Context: an optimization exercise on an open-source flow, tuned for small area, a short achievable clock period and few clock cycles per item. The choices shown serve that exercise and are no tape-out recipe. Function was checked by simulation only, so behaviour that the tests miss may differ from the original.

<file path="design/flow/constraint.sdc">
create_clock -name core_clock -period 10.5 [get_ports {clk_i}]
set_input_delay 2.1000 -clock core_clock [delete_from_list [all_inputs] [get_ports {clk_i}]]
set_output_delay 2.1000 -clock core_clock [all_outputs]
set_load 0.01 [all_outputs]
</file>
<file path="design/flow/design.v">
`default_nettype none
package xtea3_pkg;
  typedef logic [31:0]  word_t;
  typedef logic [127:0] block_t;    
  typedef logic [255:0] key_t;      
  localparam word_t Delta = 32'h9E37_79B9;
  localparam logic [2:0] CFG_KEY_0_1 = 3'd0;
  localparam logic [2:0] CFG_KEY_2_3 = 3'd1;
  localparam logic [2:0] CFG_KEY_4_5 = 3'd2;
  localparam logic [2:0] CFG_KEY_6_7 = 3'd3;
  localparam logic [2:0] CFG_ROUNDS  = 3'd4;
  function automatic word_t rotl(word_t v, logic [4:0] s);
    logic [63:0] t;
    t = {v, v} << s;
    rotl = t[63:32];
  endfunction
  function automatic word_t sel4(logic [127:0] k, logic [1:0] i);
    case (i)
      2'd0: sel4 = k[31:0];
      2'd1: sel4 = k[63:32];
      2'd2: sel4 = k[95:64];
      default: sel4 = k[127:96];
    endcase
  endfunction
endpackage
`default_nettype wire
`default_nettype none
module xtea3_mix_rot (
  input  xtea3_pkg::word_t     x_i,
  input  xtea3_pkg::key_t      key_i,
  input  wire logic [1:0]      sel_hi_i,   
  input  wire logic [1:0]      sel_lo_i,   
  input  wire logic            plain_i,
  output xtea3_pkg::word_t     rot_hi_o,
  output xtea3_pkg::word_t     rot_lo_o
);
  assign rot_hi_o = xtea3_pkg::rotl(xtea3_pkg::sel4(key_i[255:128], sel_hi_i), x_i[4:0]);
  assign rot_lo_o = xtea3_pkg::rotl(xtea3_pkg::sel4(key_i[127:0], sel_lo_i),
                                    x_i[31:27] & {5{!plain_i}});
endmodule
module xtea3_mix_sum (
  input  xtea3_pkg::word_t     x_i,
  input  xtea3_pkg::word_t     rot_hi_i,
  input  xtea3_pkg::word_t     rot_lo_i,
  input  xtea3_pkg::word_t     p_i,
  input  xtea3_pkg::word_t     s_i,
  output xtea3_pkg::word_t     mix_o
);
  assign mix_o = ((x_i << 4) + rot_hi_i) ^ (p_i + s_i) ^ ((x_i >> 5) + rot_lo_i);
endmodule
`default_nettype wire
`default_nettype none
module xtea3_block_cipher_unit (
  input  wire logic        clk_i,
  input  wire logic        rst_ni,
  input  wire logic        cfg_valid_i,
  output logic             cfg_ready_o,
  input  wire logic [2:0]  cfg_index_i,
  input  wire logic [63:0] cfg_data_i,
  input  wire logic        start,
  output logic             busy,
  input  wire logic        cmd_i,
  input  wire logic [31:0] in_word0_i,
  input  wire logic [31:0] in_word1_i,
  input  wire logic [31:0] in_word2_i,
  input  wire logic [31:0] in_word3_i,
  output logic             done_o,
  output logic [31:0]      out_word0_o,
  output logic [31:0]      out_word1_o,
  output logic [31:0]      out_word2_o,
  output logic [31:0]      out_word3_o
);
  localparam xtea3_pkg::word_t DeltaR0  = 32'(64'(xtea3_pkg::Delta) * 64'd96);
  localparam xtea3_pkg::word_t NegDelta = -xtea3_pkg::Delta;
  xtea3_pkg::key_t  key_q;
  logic [7:0]       rounds_q;
  xtea3_pkg::word_t dr_q;          
  logic             calc_q;        
  logic [3:0]       calc_n;        
  logic             busy_q, done_q;
  logic             a_val, a_calc, a_dec;
  logic             a_fin;         
  logic             a_white;       
  logic [7:0]       a_cnt;         
  logic [1:0]       a_wp;          
  logic [1:0]       a_selx_h, a_selx_l, a_sely_h, a_sely_l;
  xtea3_pkg::block_t a_w;
  xtea3_pkg::word_t a_tau;         
  logic             b_val, b_calc, b_dec, b_white, b_zero;
  logic [7:0]       b_cnt;
  logic [1:0]       b_wp;
  xtea3_pkg::block_t b_w;
  xtea3_pkg::word_t b_tau;
  xtea3_pkg::word_t b_rhx, b_rlx, b_rhy, b_rly;    
  logic             c_val, c_calc, c_dec, c_fin;
  logic [7:0]       c_cnt;
  logic [1:0]       c_wp;
  xtea3_pkg::block_t c_w;
  xtea3_pkg::word_t c_tau;         
  xtea3_pkg::word_t c_mx, c_my;    
  logic             cfg_we, rounds_we;
  logic             slot_free, ld, accept;
  xtea3_pkg::word_t k4, k5, k6, k7;
  assign k4 = key_q[159:128];
  assign k5 = key_q[191:160];
  assign k6 = key_q[223:192];
  assign k7 = key_q[255:224];
  assign cfg_ready_o = 1'b1;
  assign cfg_we      = cfg_valid_i;
  assign rounds_we   = cfg_we && (cfg_index_i == xtea3_pkg::CFG_ROUNDS);
  assign slot_free = !a_calc && (!a_val || a_fin);
  assign ld        = slot_free || rounds_we;
  assign busy      = busy_q;
  assign accept    = start && !busy_q;
  assign done_o    = done_q;
  always_ff @(posedge clk_i) begin
    if (!rst_ni) begin
      key_q    <= '0;
      rounds_q <= 8'd96;
    end else if (cfg_we) begin
      case (cfg_index_i)
        xtea3_pkg::CFG_KEY_0_1: key_q[63:0]    <= cfg_data_i;
        xtea3_pkg::CFG_KEY_2_3: key_q[127:64]  <= cfg_data_i;
        xtea3_pkg::CFG_KEY_4_5: key_q[191:128] <= cfg_data_i;
        xtea3_pkg::CFG_KEY_6_7: key_q[255:192] <= cfg_data_i;
        xtea3_pkg::CFG_ROUNDS:  rounds_q       <= cfg_data_i[7:0];
        default: ;
      endcase
    end
  end
  xtea3_pkg::word_t rhx, rlx, rhy, rly;
  logic             calc_end, calc_d;
  xtea3_mix_rot u_rot_x (
    .x_i      (a_w[63:32]),
    .key_i    (key_q),
    .sel_hi_i (a_selx_h),
    .sel_lo_i (a_selx_l),
    .plain_i  (a_white),
    .rot_hi_o (rhx),
    .rot_lo_o (rlx)
  );
  xtea3_mix_rot u_rot_y (
    .x_i      (a_w[127:96]),
    .key_i    (key_q),
    .sel_hi_i (a_sely_h),
    .sel_lo_i (a_sely_l),
    .plain_i  (a_white),
    .rot_hi_o (rhy),
    .rot_lo_o (rly)
  );
  assign calc_end = calc_q && a_calc && (calc_n == 4'd7);
  assign calc_d   = rounds_we || (calc_q && !calc_end);
  always_ff @(posedge clk_i) begin
    if (rounds_we) begin
      calc_n <= 4'd0;
    end else if (calc_q && a_calc) begin
      calc_n <= calc_n + 4'd1;
    end
  end
  always_ff @(posedge clk_i) begin
    if (!rst_ni) begin
      dr_q <= DeltaR0;
    end else if (calc_end) begin
      dr_q <= a_tau;
    end
  end
  xtea3_pkg::block_t blk_load;
  assign blk_load = cmd_i ? {in_word3_i ^ k7, in_word0_i ^ k4, in_word1_i ^ k5, in_word2_i ^ k6}
                          : {in_word0_i, in_word3_i, in_word2_i, in_word1_i};
  always_ff @(posedge clk_i or negedge rst_ni) begin
    if (!rst_ni) begin
      calc_q <= 1'b0;
      busy_q <= 1'b0;
      b_val  <= 1'b0;
      b_calc <= 1'b0;
      c_val  <= 1'b0;
      c_calc <= 1'b0;
    end else begin
      calc_q <= calc_d;
      busy_q <= calc_d || c_calc || (c_val && !c_fin);
      if (ld) begin
        b_val  <= accept;
        b_calc <= rounds_we;
      end else begin
        b_val  <= a_val && !a_fin;
        b_calc <= a_calc && !calc_end;
      end
      c_val  <= b_val;
      c_calc <= b_calc && !rounds_we;
    end
  end
  always_ff @(posedge clk_i) begin
    if (slot_free) begin
      b_w <= blk_load;
    end else begin
      b_w <= a_w;
    end
    if (slot_free) begin
      b_rhx <= a_dec ? a_w[127:96] : a_w[31:0]   ^ k4;
      b_rlx <= a_dec ? a_w[95:64]  : a_w[63:32]  ^ k5;
      b_rhy <= a_dec ? a_w[63:32]  : a_w[95:64]  ^ k6;
      b_rly <= a_dec ? a_w[31:0]   : a_w[127:96] ^ k7;
    end else begin
      b_rhx <= rhx;
      b_rlx <= rlx;
      b_rhy <= rhy;
      b_rly <= rly;
    end
    if (ld) begin
      b_white <= 1'b1;
      b_wp    <= 2'd2;
      b_zero  <= 1'b1;
      if (rounds_we) begin
        b_dec <= 1'b0;
        b_tau <= '0;
        b_cnt <= cfg_data_i[7:0];
      end else begin
        b_dec <= cmd_i;
        b_tau <= cmd_i ? dr_q : NegDelta;
        b_cnt <= rounds_q;
      end
    end else begin
      b_white <= a_white;
      b_wp    <= a_white ? a_wp - 2'd1 : a_wp;
      b_zero  <= 1'b0;
      b_dec   <= a_dec;
      b_tau   <= a_tau;
      b_cnt   <= (!a_calc && !a_white && a_cnt != 8'd0) ? a_cnt - 8'd1 : a_cnt;
    end
  end
  xtea3_pkg::word_t mix_x, mix_y;
  xtea3_pkg::word_t r1b, r3b;
  xtea3_pkg::word_t sig_t, sig_u;    
  xtea3_pkg::word_t tau_a, tau_b, tau_next;
  assign r1b = b_w[63:32];
  assign r3b = b_w[127:96];
  assign sig_t = r3b ^ b_tau ^ NegDelta;
  assign sig_u = ((r3b & b_tau) | (r3b & NegDelta) | (b_tau & NegDelta)) << 1;
  assign tau_a    = b_calc ? {b_tau[30:0], 1'b0} : b_tau;
  assign tau_b    = b_calc ? (b_cnt[7] ? xtea3_pkg::Delta : '0)
                  : b_zero ? '0
                           : (b_dec ? NegDelta : xtea3_pkg::Delta);
  assign tau_next = tau_a + tau_b;
  xtea3_mix_sum u_sum_x (
    .x_i      (r1b),
    .rot_hi_i (b_rhx),
    .rot_lo_i (b_rlx),
    .p_i      (sig_t),
    .s_i      (sig_u),
    .mix_o    (mix_x)
  );
  xtea3_mix_sum u_sum_y (
    .x_i      (r3b),
    .rot_hi_i (b_rhy),
    .rot_lo_i (b_rly),
    .p_i      (r1b),
    .s_i      (b_tau),
    .mix_o    (mix_y)
  );
  xtea3_pkg::word_t ka, kb;
  assign ka = b_zero ? '0 : b_rlx;
  assign kb = b_zero ? '0 : b_rly;
  always_ff @(posedge clk_i) begin
    c_w     <= b_w;
    c_mx    <= b_white ? (b_dec ? ka : kb) : mix_x;
    c_my    <= b_white ? (b_dec ? kb : ka) : mix_y;
    c_dec   <= b_dec;
    c_tau   <= tau_next;
    c_cnt   <= b_calc ? {b_cnt[6:0], 1'b0} : b_cnt;
    c_wp    <= b_wp;
    c_fin   <= (b_cnt == 8'd0) && (b_wp == 2'd0);
  end
  xtea3_pkg::word_t r0, r1, r2, r3;
  xtea3_pkg::word_t m1, m3;
  logic [32:0]      s1, s3;
  assign r0 = c_w[31:0];
  assign r1 = c_w[63:32];
  assign r2 = c_w[95:64];
  assign r3 = c_w[127:96];
  assign m1 = c_dec ? c_mx : c_my;
  assign m3 = c_dec ? c_my : c_mx;
  assign s1 = {r2, c_dec} + {m1 ^ {32{c_dec}}, c_dec};
  assign s3 = {r0, c_dec} + {m3 ^ {32{c_dec}}, c_dec};
  always_ff @(posedge clk_i or negedge rst_ni) begin
    if (!rst_ni) begin
      a_val  <= 1'b0;
      a_calc <= 1'b0;
      a_fin  <= 1'b0;
      done_q <= 1'b0;
    end else begin
      a_val  <= c_val;
      a_calc <= c_calc && !rounds_we;
      a_fin  <= c_val && c_fin;
      done_q <= a_val && a_fin;
    end
  end
  logic       white_next;
  logic [1:0] kidx_next;
  assign white_next = (c_wp != 2'd0) && (!c_dec || c_cnt == 8'd0);
  assign kidx_next  = {c_dec, c_dec ^ c_wp[0]};
  always_ff @(posedge clk_i) begin
    a_w     <= {s3[32:1], r3, s1[32:1], r1};
    a_white <= white_next;
    a_selx_h <= c_tau[1:0] - 2'd1;
    a_selx_l <= white_next ? kidx_next : c_tau[1:0] - 2'd1;
    a_sely_h <= c_tau[12:11];
    a_sely_l <= white_next ? kidx_next ^ 2'd2 : c_tau[12:11];
    a_tau  <= c_tau;
    a_dec  <= c_dec;
    a_cnt  <= c_cnt;
    a_wp   <= c_wp;
  end
  assign out_word0_o = b_rhx;
  assign out_word1_o = b_rlx;
  assign out_word2_o = b_rhy;
  assign out_word3_o = b_rly;
endmodule
`default_nettype wire
</file>
<file path="design/flow/flow/run.sh">
#!/bin/bash
set -euo pipefail
bash standard.sh SETUP_SLACK_MARGIN=6.9 "BUFFER_PORTS_ARGS=-buffer_cell sky130_fd_sc_hd__buf_2" finish > standard_make.log 2>&1
</file>
<file path="design/flow/config.mk">
export PLATFORM = sky130hd
export DESIGN_NAME = xtea3_block_cipher_unit
export DESIGN_NICKNAME = xtea3_block_cipher_unit
export VERILOG_FILES = /design/flow/design.v
export SDC_FILE = /design/flow/constraint.sdc
export NUM_CORES = 4
export LEC_CHECK = 0
export CAP_MARGIN = 30
export CORE_MARGIN = 2
export CORE_UTILIZATION = 45
export CTS_CLUSTER_DIAMETER = 120
export CTS_CLUSTER_SIZE = 22
export PLACE_DENSITY = 0.6
export SLEW_MARGIN = 30
</file>
<file path="design/flow/standard.sh">
#!/bin/bash
# synth_recipe.tcl (not shown) runs the flow's synth.tcl, then flattens the netlist and writes it again
# the make line also repeats each setting of config.mk as NAME=value (left out here)
make -C /OpenROAD-flow-scripts/flow DESIGN_CONFIG=/design/flow/config.mk WORK_HOME=/design/flow/orfs CLKGATE_MAP_FILE= SYNTH_SCRIPT=/design/flow/synth_recipe.tcl "${@:-finish}"
</file>
==> flow_summary.yaml, run 1 <==
critical_path:
  cp_max_fo: 32
  crit_end_category: "flop"
  critPathMaxStageDelay_ns: 0.60
  worstReg2RegStart: "a_sely_l[0]"
  setup.worst_path.start_class: "flop"
  timing.critical_path.cells: "clkbuf_8 > mux4_2 > mux2_2 > o21ai_0 > mux4_2 > nor2_1 > o21ai_1 > o21ai_0"
  crit_start: "a_sely_l[0]"
  critical_path_class: "flop to flop"
  cp.required_ns: 10.96
  crit_slowest_cell: "sky130_fd_sc_hd__mux4_2"
  cp.arrival_ns: 4.08
grt:
  number_of_global_route_vias_before_repair: 48500
  grt_antenna_before_repair: 33
  largest_net_degree_at_the_start_of_global_routing: 212
  grt_usage: 0.365
  grt_overflow_total: 0
  grt_first_pass_wirelength_um: 359000
sta:
  period_minus_slack_ns: 3.61
  rsz0062_at_grt: "yes"
  max_slew_margin: 0.255
  hold_viol: 0
  timing.setup.tns_ns: 0
  timing.clock.skew_ns: 0.0477
  tightest_slew_ns: 1.11
  worst_hold_slack_ns: 0.317
  fmax_ghz: 0.277
  period_share: 0.344
  slew_viol_final: 0
  setup_violations: 0
finish:
  fin_nets: 7476
  multi_input_area_um2: 38500
  fraction_of_layout_instances_using_a_drive_strength_above_1: 0.163
  n_fill_cell: 12800
  register_area_um2: 20700
  layout-area-overhead-vs-synth_pct: 10.2
synthesis:
  yosysWarnings: 2
  synth.ff_latch_count: 1025
  mappedNetlistArea_um2: 60400
  synth_seq_area_share: 0.341
  synth_cell_type_count: 86
  synth_fp_nets: 7366
  yosys.area.top_type_share: 0.337
  cell_with_the_most_instances_after_synthesis: "sky130_fd_sc_hd__nand2_1"
  netlist.top_cell.by_area: "sky130_fd_sc_hd__dfxtp_1"
  post_synth_inst_count: 6863
  ys.flop_type: "sky130_fd_sc_hd__dfxtp_1"
  netlist_top_cells_count: "1170 x sky130_fd_sc_hd__nand2_1, 1015 x sky130_fd_sc_hd__dfxtp_1, 710 x sky130_fd_sc_hd__o21ai_0, 549 x sky130_fd_sc_hd__xnor2_1, 445 x sky130_fd_sc_hd__nor2_1"
  synth_area_leaders: "sky130_fd_sc_hd__dfxtp_1 34%, sky130_fd_sc_hd__mux4_2 9.6%, sky130_fd_sc_hd__xnor2_1 8.0%"
  avgSynthCellArea_um2: 8.80
  ys_async_sr_fraction: 0.00976
  post_synth_edffs: 0
clocking:
  clkTransAtPathRegs_ns: 0.10
  cts_num_sinks: 1025
  clockRootBuffer: "sky130_fd_sc_hd__clkbuf_16"
  cts_tree: "built"
  tritoncts.num_buffers: 55
  cts_htree_levels: 2
  clk_latency_ns: 0.73
  cts_hold_repair.buffers: 0
  max-clock-path-buffers: 3
run:
  maxCapViolations: 0
route:
  detailedRoute.firstIterationViolations: 6930
  detail-route-antenna-nets: 0
  detailedRoute.firstPassIterationCount: 6
  route.detailed.drc: 0
  avgRoutedWirePerCell_um: 29.6
  totalWireLength_um: 260000
  num_vias: 53500
  vias_per_cell: 6.10
die:
  placeableCoreArea_um2: 133000
  floorplan.io_pins: 331
  die_w_um: 370
  starting_density_of_the_core: 0.453
  die_area_um2: 137000
  die_h_um: 370
  placementRows: 134
placed_design:
  finalWeightedCongestion: 1.02
  place.port_buffers: 329
  hpwl_um: 205000
run_status:
  outcome: "finished clean"
worst_hold_path:
  holdCritStartpoint: "c_w[103]"
  timing.hold.worst.class: "flop to flop"
-- per-stage QoR --
step / utilization / worst slack, ns / instance area, um^2 / std cells
2_1_floorplan: - / 6.94 / 60400 / 6863
3_3_place_gp: 0.475 / 5.83 / 63300 / 8612
3_5_place_dp: 0.475 / 5.74 / 63300 / 8613
4_1_cts: 0.493 / 6.86 / 65700 / 8720
5_1_grt: 0.499 / 6.75 / 66500 / 8757
6_report: 0.499 / 6.89 / 66500 / 8769
-- layout by cell type (no fill, tap or decap), drive strengths merged, types with 19 or more instances in the layout --
master / n
nand2: 1170
xnor2: 549
a21o: 138
buf: 459
a21boi: 281
o211ai: 24
mux2i: 232
inv: 149
nor2b: 38
ha: 296
a22o: 19
and3: 24
mux4: 256
nand4: 26
a21oi: 401
nor2: 445
o21ai: 713
o21a: 29
a31oi: 24
nand3: 63
nand2b: 34
o22ai: 60
o21bai: 31
xor2: 97
clkbuf: 69
dfxtp: 1015
mux2: 89
nor3: 41
-- flip-flops by register name (all words and copies together) (netlist names), 128 cells and up --
name / flops
a_w: 128
b_w: 128
key_q: 256
c_w: 128
-- metal layers --
layer / GRT usage / part of all wire / vias to the layer above
met5: 0 / 0.00039 / -
met4: 0.128 / 0.040 / 14
met3: 0.0878 / 0.11 / 360
met2: 0.535 / 0.42 / 2757
met1: 0.520 / 0.43 / 26100
li1: - / - / 24300
-- final cells by class --
type,count,share of cell area
Clock inverter,9,0.00171
Multi-Input combinational cell,5279,0.578
Tap cell,1768,0.0332
Sequential cell,1025,0.312
Timing Repair Buffer,465,0.0444
Antenna cell,12,0.000451
Timing Repair inverter,1,0.000113
Inverter,146,0.00833
Clock buffer,64,0.0217
-- final timing paths --
path	end	slack, ns	cells after the start
min reg2reg	a_w[71]	0.32	0
max reg2reg	b_rly[12]	6.89	8
min in group asynchronous	b_calc	1.42	1
max in group asynchronous	b_calc	8.60	1
min	a_w[71]	0.32	0
max	b_rly[12]	6.89	8
-- logic make-up (layout without fill, tap and decap cells) --
family,after synthesis,after routing,synth area share
flops,1025,1025,0.341
buf+inv,561,685,0.0353
xor+xnor,654,654,0.0967
compound gates,1823,1823,0.182
other cells,1,13,0.0000621
fa+ha+maj,303,303,0.0637
mux,577,577,0.151
simple gates,1919,1921,0.131
-- what timing repair did --
action	CTS	global route
endpoints found under the setup margin	206	156
gates cloned	3	3
pin swaps	29	38
setup buffers	31	32
resized for setup	198	167
-- worst max-delay path, delay by kind of cell, from the launching register on --
kind | cells | cell delay (ns)
buf+inv | 1 | 0.36
flops | 1 | 0.34
compound gates | 3 | 1.28
simple gates | 1 | 0.04
mux | 3 | 1.29
Testbench counts, summed over its fixed seeds: cycles 86,024, blocks 960.
==> run 2: changes to the inputs <==
--- a/design/flow/config.mk
+++ b/design/flow/config.mk
@@ -7,3 +7,3 @@
 export LEC_CHECK = 0
-export CAP_MARGIN = 30
+export CAP_MARGIN = 15
 export CORE_MARGIN = 2
@@ -13,2 +13,2 @@
 export PLACE_DENSITY = 0.6
-export SLEW_MARGIN = 30
+export SLEW_MARGIN = 15
==> run 2 against run 1 <==
Compared with the run above:
- design area about the same
- area after synthesis unchanged
- wire length about the same
- non-clock buffer count increased by 2
- die area unchanged
- via count about the same
- first-iteration DRC count increased by 0.71%
- critical path depth unchanged
- critical path type unchanged
- critical endpoint is now b_rlx[22]
- highest routed layer unchanged
==> flow_summary.yaml, run 2 <==
run_status:
  outcome: "finished clean"
sta:
  period_share: 0.346
  worst_hold_slack_ns: 0.320
  tightest_slew_ns: 1.14
  hold_viol: 0
  slew_viol_final: 0
  timing.clock.skew_ns: 0.0314
  rsz0062_at_grt: "yes"
  max_slew_margin: 0.229
  timing.setup.tns_ns: 0
  fmax_ghz: 0.275
  period_minus_slack_ns: 3.63
  setup_violations: 0
clocking:
  tritoncts.num_buffers: 53
  max-clock-path-buffers: 3
  cts_tree: "built"
  cts_hold_repair.buffers: 0
  cts_htree_levels: 2
  clk_latency_ns: 0.73
  cts_num_sinks: 1025
  clockRootBuffer: "sky130_fd_sc_hd__clkbuf_16"
  clkTransAtPathRegs_ns: 0.10
route:
  vias_per_cell: 6.10
  detailedRoute.firstIterationViolations: 6979
  route.detailed.drc: 0
  num_vias: 53400
  detailedRoute.firstPassIterationCount: 6
  avgRoutedWirePerCell_um: 29.6
  detail-route-antenna-nets: 0
  totalWireLength_um: 260000
finish:
  largest_register_ff_count: 256
  fraction_of_layout_instances_using_a_drive_strength_above_1: 0.165
  layout-area-overhead-vs-synth_pct: 10.2
  mostFrequentLayoutCell: "sky130_fd_sc_hd__nand2_1"
  fin_cells: 8761
  finish.utilization: 0.499
  fin_nets: 7476
  registers.top_by_ff_count: "key_q"
  layout.cells.most_common_list: "1164 x sky130_fd_sc_hd__nand2_1, 918 x sky130_fd_sc_hd__dfxtp_1, 596 x sky130_fd_sc_hd__o21ai_0"
  n_fill_cell: 12700
critical_path:
  cp.required_ns: 11.02
  setup.worst_path.start_class: "flop"
  cp.arrival_ns: 4.15
  crit_end_category: "flop"
  cp_max_fo: 32
  critical_path_class: "flop to flop"
grt:
  grt_usage: 0.365
  number_of_global_route_vias_before_repair: 48600
  grt_first_pass_wirelength_um: 359000
  grt_overflow_total: 0
  grt_antenna_before_repair: 34
  largest_net_degree_at_the_start_of_global_routing: 212
synthesis:
  synth_area_leaders: "sky130_fd_sc_hd__dfxtp_1 34%, sky130_fd_sc_hd__mux4_2 9.6%, sky130_fd_sc_hd__xnor2_1 8.0%"
  synth_cell_type_count: 86
  yosys.area.top_type_share: 0.337
  netlist.top_cell.by_area: "sky130_fd_sc_hd__dfxtp_1"
  yosysWarnings: 2
  avgSynthCellArea_um2: 8.80
  synth_fp_nets: 7366
  ys_async_sr_fraction: 0.00976
  post_synth_inst_count: 6863
  post_synth_edffs: 0
  ys.flop_type: "sky130_fd_sc_hd__dfxtp_1"
  synth.ff_latch_count: 1025
  mappedNetlistArea_um2: 60400
  cell_with_the_most_instances_after_synthesis: "sky130_fd_sc_hd__nand2_1"
  synth_seq_area_share: 0.341
  netlist_top_cells_count: "1170 x sky130_fd_sc_hd__nand2_1, 1015 x sky130_fd_sc_hd__dfxtp_1, 710 x sky130_fd_sc_hd__o21ai_0, 549 x sky130_fd_sc_hd__xnor2_1, 445 x sky130_fd_sc_hd__nor2_1"
die:
  die_w_um: 370
  placementRows: 134
  placeableCoreArea_um2: 133000
  floorplan.io_pins: 331
  die_area_um2: 137000
  die_h_um: 370
  starting_density_of_the_core: 0.453
placed_design:
  hpwl_um: 205000
  dpl.cell_count: 8612
  finalWeightedCongestion: 1.02
  place.port_buffers: 329
run:
  maxCapViolations: 0
worst_hold_path:
  timing.hold.worst.class: "flop to flop"
-- run 2: per-layer routing --
metal,global-route usage,vias up,wire [um]
met5,0,-,98
met4,0.145,14,12300
met3,0.0803,411,30000
met2,0.531,2852,107000
met1,0.523,25900,110000
li1,-,24200,-
-- run 2: logic make-up after synthesis --
family / count (synthesis) / synth area share
AOI/OAI and AO/OA: 1823 / 0.182
muxes: 577 / 0.151
xor gates and xnor gates: 654 / 0.0967
DFF: 1025 / 0.341
other: 1 / 0.0000621
and+or+nand+nor: 1919 / 0.131
adders and majority gates: 303 / 0.0637
buffers and inverters: 561 / 0.0353
-- run 2: through the flow --
step / instance area, um^2 / setup WS [ns]
after CTS: 65800 / 6.69
after floorplan: 60400 / 6.94
after global routing: 66500 / 6.84
final: 66500 / 6.87
after detailed placement: 63300 / 5.74
after global placement: 63300 / 5.83
-- run 2: path summary, 6_finish.rpt --
path / from / cells past startpoint / endpoint / slack [ns]
worst max register to register: a_selx_l[0] / 8 / b_rlx[22] / 6.87
worst max-delay path: a_selx_l[0] / 8 / b_rlx[22] / 6.87
worst min register to register: c_w[43] / 0 / a_w[11] / 0.32
min in group asynchronous: rst_ni / 1 / b_calc / 1.42
max in group asynchronous: rst_ni / 1 / b_calc / 8.59
worst min-delay path: c_w[43] / 0 / a_w[11] / 0.32
-- run 2: repair_timing --
action | in CTS | in global routing
setup endpoints to repair | 210 | 131
pin swaps | 42 | 52
buffers inserted | 42 | 27
resized for setup | 219 | 181
cloned | 3 | 2
-- run 2: cell type report --
class	instances	area (um^2)	area share
Clock inverter	6	92.6	0.00139
Multi-Input combinational cell	5279	38600	0.580
Inverter	146	554	0.00833
Antenna cell	8	20.0	0.000301
Timing Repair Buffer	467	2940	0.0442
Tap cell	1768	2210	0.0333
Sequential cell	1025	20700	0.312
Clock buffer	61	1380	0.0207
Timing Repair inverter	1	7.51	0.000113
-- run 2: critical path, stage by stage (launching register included) --
cell and delay [ns]:
sky130_fd_sc_hd__dfxtp_2 0.34, sky130_fd_sc_hd__buf_6 0.37, sky130_fd_sc_hd__mux4_2 0.62, sky130_fd_sc_hd__mux2_2 0.31, sky130_fd_sc_hd__o21ai_0 0.46, sky130_fd_sc_hd__mux4_2 0.36
sky130_fd_sc_hd__nor2_1 0.05, sky130_fd_sc_hd__o21ai_0 0.54, sky130_fd_sc_hd__o21ai_0 0.34
==> run 3: changes to the inputs <==
==> design/flow/run.sh (new file) <==
#!/bin/bash
# synth_recipe.tcl (not shown) runs the flow's synth.tcl, then flattens the netlist and writes it again
# the make line also repeats each setting of config.mk as NAME=value (left out here)
make -C /OpenROAD-flow-scripts/flow DESIGN_CONFIG=/design/flow/config.mk WORK_HOME=/design/flow/orfs CLKGATE_MAP_FILE= SYNTH_SCRIPT=/design/flow/synth_recipe.tcl finish
--- a/design/flow/config.mk
+++ b/design/flow/config.mk
@@ -7,3 +7,3 @@
 export LEC_CHECK = 0
-export CAP_MARGIN = 15
+export CAP_MARGIN = 30
 export CORE_MARGIN = 2
@@ -13,2 +13,3 @@
 export PLACE_DENSITY = 0.6
-export SLEW_MARGIN = 15
+export SETUP_SLACK_MARGIN = 5
+export SLEW_MARGIN = 30
removed: design/flow/flow/run.sh
removed: design/flow/standard.sh
==> run 3 against run 2 <==
Compared with the run above:
- clock skew is 0.0029 ns higher
- wire length shrank 2.4%
- area after synthesis did not move
- core utilization barely moved
- critical path depth grew 6
- critical path type unchanged
- highest routed layer unchanged
==> flow_summary.yaml, run 3 <==
synthesis:
  ys.flop_type: "sky130_fd_sc_hd__dfxtp_1"
  mappedNetlistArea_um2: 60400
  yosysWarnings: 2
  post_synth_edffs: 0
  netlist_top_cells_count: "1170 x sky130_fd_sc_hd__nand2_1, 1015 x sky130_fd_sc_hd__dfxtp_1, 710 x sky130_fd_sc_hd__o21ai_0, 549 x sky130_fd_sc_hd__xnor2_1, 445 x sky130_fd_sc_hd__nor2_1"
  avgSynthCellArea_um2: 8.80
  synth_fp_nets: 7366
  post_synth_inst_count: 6863
  synth.ff_latch_count: 1025
  synth_area_leaders: "sky130_fd_sc_hd__dfxtp_1 34%, sky130_fd_sc_hd__mux4_2 9.6%, sky130_fd_sc_hd__xnor2_1 8.0%"
  yosys.area.top_type_share: 0.337
  synth_seq_area_share: 0.341
  ys_async_sr_fraction: 0.00976
  cell_with_the_most_instances_after_synthesis: "sky130_fd_sc_hd__nand2_1"
  synth_cell_type_count: 86
  netlist.top_cell.by_area: "sky130_fd_sc_hd__dfxtp_1"
clocking:
  max-clock-path-buffers: 3
  clk_latency_ns: 0.73
  cts_htree_levels: 2
  post_cts_resize_count: 0
  cts_hold_repair.buffers: 0
  clockRootBuffer: "sky130_fd_sc_hd__clkbuf_16"
  cts_tree: "built"
  post_cts.repair.setup_buffers: 0
  tritoncts.num_buffers: 55
  cts_num_sinks: 1025
  clkTransAtPathRegs_ns: 0.10
sta:
  tightest_slew_ns: 1.24
  timing.setup.tns_ns: 0
  fmax_ghz: 0.196
  rsz0062_at_grt: "no"
  timing.clock.skew_ns: 0.0343
  setup_violations: 0
  period_share: 0.485
  slew_viol_final: 0
  period_minus_slack_ns: 5.09
  hold_viol: 0
  max_slew_margin: 0.166
die:
  die_h_um: 370
  die_w_um: 370
  floorplan.io_pins: 331
  placeableCoreArea_um2: 133000
  starting_density_of_the_core: 0.453
  placementRows: 134
  die_area_um2: 137000
finish:
  layout-area-overhead-vs-synth_pct: 10.2
  largest_register_ff_count: 256
  mostFrequentLayoutCell: "sky130_fd_sc_hd__nand2_1"
  layout.cells.most_common_list: "1169 x sky130_fd_sc_hd__nand2_1, 999 x sky130_fd_sc_hd__dfxtp_1, 691 x sky130_fd_sc_hd__o21ai_0"
  multi_input_area_um2: 37800
  fraction_of_layout_instances_using_a_drive_strength_above_1: 0.0791
  register_area_um2: 20600
  fin_cells: 8691
  registers.top_by_ff_count: "key_q"
  fin_nets: 7402
  n_fill_cell: 12700
grt:
  grt_overflow_total: 0
  grt_first_pass_wirelength_um: 353000
  grt_usage: 0.358
  grt_antenna_before_repair: 18
  number_of_global_route_vias_before_repair: 47500
  largest_net_degree_at_the_start_of_global_routing: 206
critical_path:
  worstReg2RegStart: "b_calc"
  worstReg2RegEnd: "c_tau[28]"
  cp.arrival_ns: 5.73
  timing.reg2reg.worst_path_depth: 14
  setup.worst_path.start_class: "flop"
  cp.required_ns: 11.14
  crit_end_category: "flop"
  timing.reg2reg.setup_slack_ns: 5.41
  cp_max_fo: 45
  critical_path_class: "flop to flop"
route:
  vias_per_cell: 6.08
  detailedRoute.firstIterationViolations: 6550
  detailed_routed_wire_length_on_met2_um: 103000
  detail-route-antenna-nets: 0
  route.detailed.drc: 0
  dr.max_layer_used: "met5"
  detailedRoute.firstPassIterationCount: 6
  m1_wire_length_um: 109000
  totalWireLength_um: 253000
  avgRoutedWirePerCell_um: 29.1
  num_vias: 52800
  met3_wirelength_um: 27500
run_status:
  outcome: "finished clean"
placed_design:
  hpwl_um: 201000
  dpl.cell_count: 8609
  finalWeightedCongestion: 1.04
  place.port_buffers: 329
worst_hold_path:
  holdCritStartpoint: "c_tau[4]"
  hold-path-cell-count: 0
  whs_endpoint: "a_tau[4]"
  timing.hold.worst.class: "flop to flop"
run:
  maxCapViolations: 0
[run 3: cell count changes in the layout (fill, tap and decap cells not counted), sizes merged]
| cell | delta |
|---|---|
| buf | -396 |
| clkdlybuf4s50 | +327 |
| clkinvlp | -1 |
| diode | +1 |
| bufinv | -1 |
| clkinv | +1 |
| inv | +3 |
| bufbuf | -2 |
| nand2b | -1 |
| and3 | -1 |
[run 3: routing by layer]
metal | global-route usage | up-vias
met1 | 0.519 | 25700
met2 | 0.510 | 2732
met5 | 0 | -
li1 | - | 24000
met3 | 0.0706 | 371
met4 | 0.161 | 6
[run 3: critical path, cell delays in order (launching register included)]
cell                       delay (ns)
sky130_fd_sc_hd__dfrtp_2         0.58
sky130_fd_sc_hd__buf_4           0.63
sky130_fd_sc_hd__nor2_1          0.36
sky130_fd_sc_hd__ha_1            0.33
sky130_fd_sc_hd__fa_1            0.47
sky130_fd_sc_hd__a21o_1          0.18
sky130_fd_sc_hd__a21oi_1         0.22
sky130_fd_sc_hd__o21ai_0         0.15
sky130_fd_sc_hd__o21ai_0         0.42
sky130_fd_sc_hd__a31oi_1         0.27
sky130_fd_sc_hd__o211ai_1        0.28
sky130_fd_sc_hd__a21boi_0        0.15
sky130_fd_sc_hd__o41ai_1         0.62
sky130_fd_sc_hd__nand3_1         0.16
sky130_fd_sc_hd__o211ai_1        0.13
[run 3: final cells by class]
class,count,share of cell area
multi-input combinational,5277,0.568
sequential,1025,0.310
timing repair buffer,394,0.0579
tap,1768,0.0332
clock buffer,63,0.0211
inverter,146,0.00824
clock inverter,9,0.00162
antenna,9,0.000338
[run 3: cell families (layout without fill, tap and decap cells)]
group,after synthesis,in the layout,synth area share
other,1,10,0.0000621
AOI/OAI and AO/OA,1823,1823,0.182
xor gates and xnor gates,654,654,0.0967
buffers and inverters,561,612,0.0353
adders and majority gates,303,303,0.0637
and+or+nand+nor,1919,1919,0.131
muxes,577,577,0.151
DFF,1025,1025,0.341
[run 3: worst max-delay path by stage]
stage,to,depth (start not counted),from
after detailed placement,c_tau[28],14,b_calc
after CTS,c_tau[28],14,b_calc
final,c_tau[28],14,b_calc
after global placement,c_tau[28],13,b_calc
after global routing,c_tau[28],14,b_calc
after floorplan,c_tau[28],14,b_dec
[run 3: through the flow]
stage                     instance area [um^2]  hold slack, ns  setup WS (ns)  utilization
after CTS                                66500           0.330           5.51        0.499
final                                    66500           0.325           5.41        0.499
after detailed placement                 64900           0.312           5.54        0.487
after global placement                   64900           0.310           5.48        0.487
after global routing                     66500           0.335           5.26        0.499
after floorplan                          60400           0.310           5.99            -

port drivers added, routing unchanged:
No port has a modelled driver above. Below, the same layouts with a new extraction and two added sets of constraints. Step 1 (the two cells are an assumption about what drives the block):
set clk [get_ports {clk_i}]
set_driving_cell -lib_cell sky130_fd_sc_hd__clkbuf_16 $clk
set_driving_cell -lib_cell sky130_fd_sc_hd__buf_2 [delete_from_list [all_inputs] $clk]
Step 2 adds t to the input delays and takes it off the output delays; t is the mean of the earliest and latest rising clock arrival at the registers after step 1. Input paths then give back, and output paths get back, about the clock's delay inside the block. Three values: no drivers, after step 1, after step 2; two values: the first two.
run | t (ns) | setup slack, ns | slew at the worst register clock pin (ns)
run 1 | 0.786 | 6.886 / 6.812 / 6.158 | 0.11 / 0.11
run 2 | 0.796 | 6.868 / 6.795 / 6.202 | 0.11 / 0.11
run 3 | 0.795 | 5.411 / 5.411 / 5.411 | 0.11 / 0.11
After both steps setup and hold are still met in every run listed. The setup slack of run 1, which loses most, moves by -0.074 ns with the drivers and by -0.728 ns with both steps.
